Background: an optimization exercise with open tools, aiming at small area. Do not read the settings as production practice. Function was checked by simulation only, so behaviour that the tests miss may differ from the original. Power is estimated from default activity; no workload was simulated. The flow treats the clock pin as an ideal source, which a real chip does not have.

==> flow/design.v <==
package dcache_pkg;
	localparam int ADDR_WIDTH = 16;
	localparam int DATA_WIDTH = 32;
	localparam int INDEX_WIDTH = 4;
	localparam int OFFSET_WIDTH = 2;
	localparam int LINE_WORDS = 1 << OFFSET_WIDTH;
	localparam int NUM_LINES = 1 << INDEX_WIDTH;
	localparam int TAG_WIDTH = ADDR_WIDTH - INDEX_WIDTH - OFFSET_WIDTH - 2;
	typedef logic [ADDR_WIDTH - 1 : 0] addr_t;
	typedef logic [DATA_WIDTH - 1 : 0] word_t;
	typedef logic [TAG_WIDTH - 1 : 0] tag_t;
	typedef logic [INDEX_WIDTH - 1 : 0] index_t;
	typedef logic [OFFSET_WIDTH - 1 : 0] offset_t;
	typedef logic [LINE_WORDS - 1 : 0] beat_t;
	typedef enum logic [1:0] {
		STATE_READY,
		STATE_FLUSH,
		STATE_WAIT,
		STATE_REFILL
	} dcache_state_t;
endpackage
module dcache_onehot_mux #(
	parameter int N = 64
) (
	input  logic [N - 1 : 0] i_sel,
	input  logic [N - 1 : 0] i_data,
	output logic             o_data
);
	localparam int G = N / 3;
	localparam int R = N % 3;
	logic [G + (R > 0) - 1 : 0] term_n;
	for (genvar g = 0; g < G; g++)
	begin : g_term
		dcache_aoi222 u_aoi (
			.i_a0 (i_sel[3 * g]),     .i_b0 (i_data[3 * g]),
			.i_a1 (i_sel[3 * g + 1]), .i_b1 (i_data[3 * g + 1]),
			.i_a2 (i_sel[3 * g + 2]), .i_b2 (i_data[3 * g + 2]),
			.o_y  (term_n[g])
		);
	end
	if (R == 1)
	begin : g_rest1
		assign term_n[G] = ~(i_sel[N - 1] & i_data[N - 1]);
	end
	else if (R == 2)
	begin : g_rest2
		assign term_n[G] = ~((i_sel[N - 2] & i_data[N - 2]) | (i_sel[N - 1] & i_data[N - 1]));
	end
	assign o_data = ~&term_n;
endmodule
module dcache_aoi222 (
	input  logic i_a0, i_b0, i_a1, i_b1, i_a2, i_b2,
	output logic o_y
);
	assign o_y = ~((i_a0 & i_b0) | (i_a1 & i_b1) | (i_a2 & i_b2));
endmodule
`timescale 1ns/1ps
module dcache_top (
	input  logic               clk,
	input  logic               rst_n,
	input  logic               i_req_valid,
	input  logic               i_req_write,
	input  dcache_pkg::addr_t  i_req_addr,
	input  dcache_pkg::addr_t  i_req_addr_next,
	input  dcache_pkg::word_t  i_req_wdata,
	output logic               o_resp_valid,
	output dcache_pkg::word_t  o_resp_rdata,
	output logic               o_mem_rd_go,
	output dcache_pkg::addr_t  o_mem_rd_base,
	input  logic               i_mem_rd_done,
	input  logic               i_mem_rd_valid,
	input  dcache_pkg::word_t  i_mem_rd_data,
	output logic               o_mem_wr_go,
	output dcache_pkg::addr_t  o_mem_wr_base,
	input  logic               i_mem_wr_done,
	output logic               o_mem_wr_valid,
	output dcache_pkg::word_t  o_mem_wr_data
);
	localparam int NL = dcache_pkg::NUM_LINES;
	localparam int NW = NL * dcache_pkg::LINE_WORDS;
	localparam logic [1:0] S_READY  = 2'd0;
	localparam logic [1:0] S_FLUSH  = 2'd1;
	localparam logic [1:0] S_WAIT   = 2'd2;
	localparam logic [1:0] S_REFILL = 2'd3;
	logic [1:0] state, next_state;
	logic [1:0] beat, beat_next;
	logic [NL - 1 : 0] valid_bits, dirty_bits;
	dcache_pkg::tag_t  tags [NL];
	dcache_pkg::word_t words [NW];
	dcache_pkg::tag_t   req_tag;
	dcache_pkg::index_t req_index;
	logic [1:0] req_offset, word_sel;
	logic ready, flush, wait_st, refill;
	dcache_pkg::index_t line_r;
	logic [1:0] word_r;
	logic [NL - 1 : 0] line_hot;
	logic [3:0] word_hot;
	logic [NW - 1 : 0] sel_hot;
	dcache_pkg::tag_t  tag_rdata;
	dcache_pkg::word_t rdata, wdata;
	logic line_valid, line_dirty, match, victim_dirty, hit, miss;
	logic beat_last, word_we, fill, mark_dirty;
	assign {req_tag, req_index, req_offset} = i_req_addr[15:2];
	assign ready   = state == S_READY;
	assign flush   = state == S_FLUSH;
	assign wait_st = state == S_WAIT;
	assign refill  = state == S_REFILL;
	always_ff @(posedge clk)
		line_r <= i_req_addr_next[7:4];
	assign word_sel = (next_state == S_READY) ? i_req_addr_next[3:2] : beat_next;
	always_ff @(posedge clk)
		word_r <= word_sel;
	always_comb
	begin
		for (int l = 0; l < NL; l++)
			line_hot[l] = line_r == l;
		for (int w = 0; w < 4; w++)
			word_hot[w] = word_r == w;
		for (int k = 0; k < NW; k++)
			sel_hot[k] = line_hot[k / 4] & word_hot[k % 4];
	end
	for (genvar b = 0; b < dcache_pkg::DATA_WIDTH; b++)
	begin : g_rbit
		logic [NW - 1 : 0] col;
		for (genvar k = 0; k < NW; k++)
			assign col[k] = words[k][b];
		dcache_onehot_mux #(.N (NW)) u_mux (.i_sel (sel_hot), .i_data (col), .o_data (rdata[b]));
	end
	for (genvar b = 0; b < dcache_pkg::TAG_WIDTH; b++)
	begin : g_tbit
		logic [NL - 1 : 0] col;
		for (genvar l = 0; l < NL; l++)
			assign col[l] = tags[l][b];
		dcache_onehot_mux #(.N (NL)) u_mux (.i_sel (line_hot), .i_data (col), .o_data (tag_rdata[b]));
	end
	dcache_onehot_mux #(.N (NL)) u_valid_mux (.i_sel (line_hot), .i_data (valid_bits), .o_data (line_valid));
	dcache_onehot_mux #(.N (NL)) u_dirty_mux (.i_sel (line_hot), .i_data (dirty_bits), .o_data (line_dirty));
	assign match = line_valid & (tag_rdata == req_tag);
	assign victim_dirty = line_valid & line_dirty;
	assign hit = i_req_valid & match & ready;
	assign miss = i_req_valid & ~match & ready;
	assign beat_last = beat == 2'd3;
	assign beat_next = beat + 2'(flush || (refill && i_mem_rd_valid));
	always_comb
	begin
		next_state = state;
		unique case (state)
			S_READY:
			begin
				if (miss && victim_dirty && i_mem_wr_done)
					next_state = S_FLUSH;
				else if (miss && !victim_dirty && i_mem_rd_done)
					next_state = S_REFILL;
			end
			S_FLUSH:
				if (beat_last)
					next_state = S_WAIT;
			S_WAIT:
				if (i_mem_wr_done && i_mem_rd_done)
					next_state = S_REFILL;
			S_REFILL:
				if (i_mem_rd_valid && beat_last)
					next_state = S_READY;
		endcase
	end
	always_ff @(posedge clk or negedge rst_n)
	begin
		if (!rst_n)
		begin
			state <= S_READY;
			beat <= '0;
		end
		else
		begin
			state <= next_state;
			beat <= beat_next;
		end
	end
	assign mark_dirty = hit & i_req_write;
	assign fill = refill & i_mem_rd_valid & beat_last;
	assign word_we = mark_dirty | (refill & i_mem_rd_valid);
	assign wdata = ready ? i_req_wdata : i_mem_rd_data;
	always_ff @(posedge clk)
	begin
		for (int k = 0; k < NW; k++)
			if (word_we && sel_hot[k])
				words[k] <= wdata;
		for (int l = 0; l < NL; l++)
			if (fill && line_hot[l])
				tags[l] <= req_tag;
	end
	always_ff @(posedge clk or negedge rst_n)
	begin
		if (!rst_n)
			valid_bits <= '0;
		else
			valid_bits <= valid_bits | (line_hot & {NL{fill}});
	end
	always_ff @(posedge clk)
	begin
		for (int l = 0; l < NL; l++)
			if ((fill || mark_dirty) && line_hot[l])
				dirty_bits[l] <= ~fill;
	end
	assign o_resp_valid = hit;
	assign o_resp_rdata = rdata;
	assign o_mem_wr_data = rdata;
	assign o_mem_wr_go = miss & victim_dirty & i_mem_wr_done;
	assign o_mem_wr_base = {tag_rdata, req_index, 4'b0000};
	assign o_mem_wr_valid = flush;
	assign o_mem_rd_go = (miss & ~victim_dirty & i_mem_rd_done)
		| (wait_st & i_mem_wr_done & i_mem_rd_done);
	assign o_mem_rd_base = {req_tag, req_index, 4'b0000};
endmodule
clock: 7.5 ns
lec_check: 0
cap_margin: 5
core_margin: 2
core_utilization: 70
slew_margin: 5
synth_hierarchical: 1
synth_minimum_keep_size: 0
standard.sh (not shown) runs the stock make flow with config.mk's settings and CLKGATE_MAP_FILE= SYNTH_SCRIPT=/design/flow/synth_recipe.tcl, a recipe that flattens the netlist after the stock synthesis.
==> flow/flow/run.sh <==
#!/bin/bash
# The standard layout, with single-drive port buffers and a clock tree built
# from larger sink clusters and without dummy balancing loads.
set -euo pipefail
export BUFFER_PORTS_ARGS="-buffer_cell sky130_fd_sc_hd__buf_1"
export CTS_ARGS="-sink_clustering_enable -repair_clock_nets -dont_use_dummy_load -sink_clustering_size 30 -sink_clustering_max_diameter 100"
bash standard.sh > standard.log 2>&1
==> next run, changes <==
--- a/flow/design.v
+++ b/flow/design.v
@@ -53,8 +53,15 @@
 	output logic o_y
 );
 	assign o_y = ~((i_a0 & i_b0) | (i_a1 & i_b1) | (i_a2 & i_b2));
 endmodule
+module dcache_and2 (
+	input  logic i_a,
+	input  logic i_b,
+	output logic o_y
+);
+	assign o_y = i_a & i_b;
+endmodule
 `timescale 1ns/1ps
 module dcache_top (
 	input  logic               clk,
 	input  logic               rst_n,
@@ -94,9 +101,9 @@
 	dcache_pkg::index_t line_r;
 	logic [1:0] word_r;
 	logic [NL - 1 : 0] line_hot;
 	logic [3:0] word_hot;
-	logic [NW - 1 : 0] sel_hot;
+	logic [NW - 1 : 0] sel_hot, word_de;
 	dcache_pkg::tag_t  tag_rdata;
 	dcache_pkg::word_t rdata, wdata;
 	logic line_valid, line_dirty, match, victim_dirty, hit, miss;
 	logic beat_last, word_we, fill, mark_dirty;
@@ -115,10 +122,13 @@
 		for (int l = 0; l < NL; l++)
 			line_hot[l] = line_r == l;
 		for (int w = 0; w < 4; w++)
 			word_hot[w] = word_r == w;
-		for (int k = 0; k < NW; k++)
-			sel_hot[k] = line_hot[k / 4] & word_hot[k % 4];
+	end
+	for (genvar k = 0; k < NW; k++)
+	begin : g_word
+		dcache_and2 u_sel (.i_a (line_hot[k / 4]), .i_b (word_hot[k % 4]), .o_y (sel_hot[k]));
+		dcache_and2 u_we (.i_a (word_we), .i_b (sel_hot[k]), .o_y (word_de[k]));
 	end
 	for (genvar b = 0; b < dcache_pkg::DATA_WIDTH; b++)
 	begin : g_rbit
 		logic [NW - 1 : 0] col;
@@ -182,9 +192,9 @@
 	assign wdata = ready ? i_req_wdata : i_mem_rd_data;
 	always_ff @(posedge clk)
 	begin
 		for (int k = 0; k < NW; k++)
-			if (word_we && sel_hot[k])
+			if (word_de[k])
 				words[k] <= wdata;
 		for (int l = 0; l < NL; l++)
 			if (fill && line_hot[l])
 				tags[l] <= req_tag;
Result: Non-clock buffer count increases by 30; worst setup slack gets worse by 0.45 ns; sequential power barely changes; cell area stays flat; critical path depth increases by 1; clock-buffer cell count does not change; cell count increases by 0.48%; area after synthesis barely changes; power increases by 0.97%; wire length increases by 0.94%; flip-flop and latch count does not change; global-route usage increases by 0.47 points; clock skew decreases by 0.028 ns; first-iteration DRC count increases by 1.7%.

==> separate check: timing with driven ports <==
In the flow no input, the clock included, has a driving cell. The finished layouts below were timed again as built, in two steps.
Step 1: set_driving_cell puts a clkbuf_16 on clk and a buf_2 on each other input, an assumption about the parent block.
Step 2, shift: input delay + t, output delay - t, t = (earliest + latest rising clock arrival at the registers) / 2. This alone moves slack from input paths to output paths.
Slacks: ideal ports / drivers / drivers and shift; pairs: ideal ports / drivers.
run | t (ns) | setup slack, ns | latest minus earliest clock arrival (ns)
the first run | 0.766 | 1.093 / 1.021 / 1.524 | 0.066 / 0.066
the second run | 0.774 | 0.647 / 0.569 / 1.341 | 0.039 / 0.039
After both steps setup and hold are still met in every run listed.
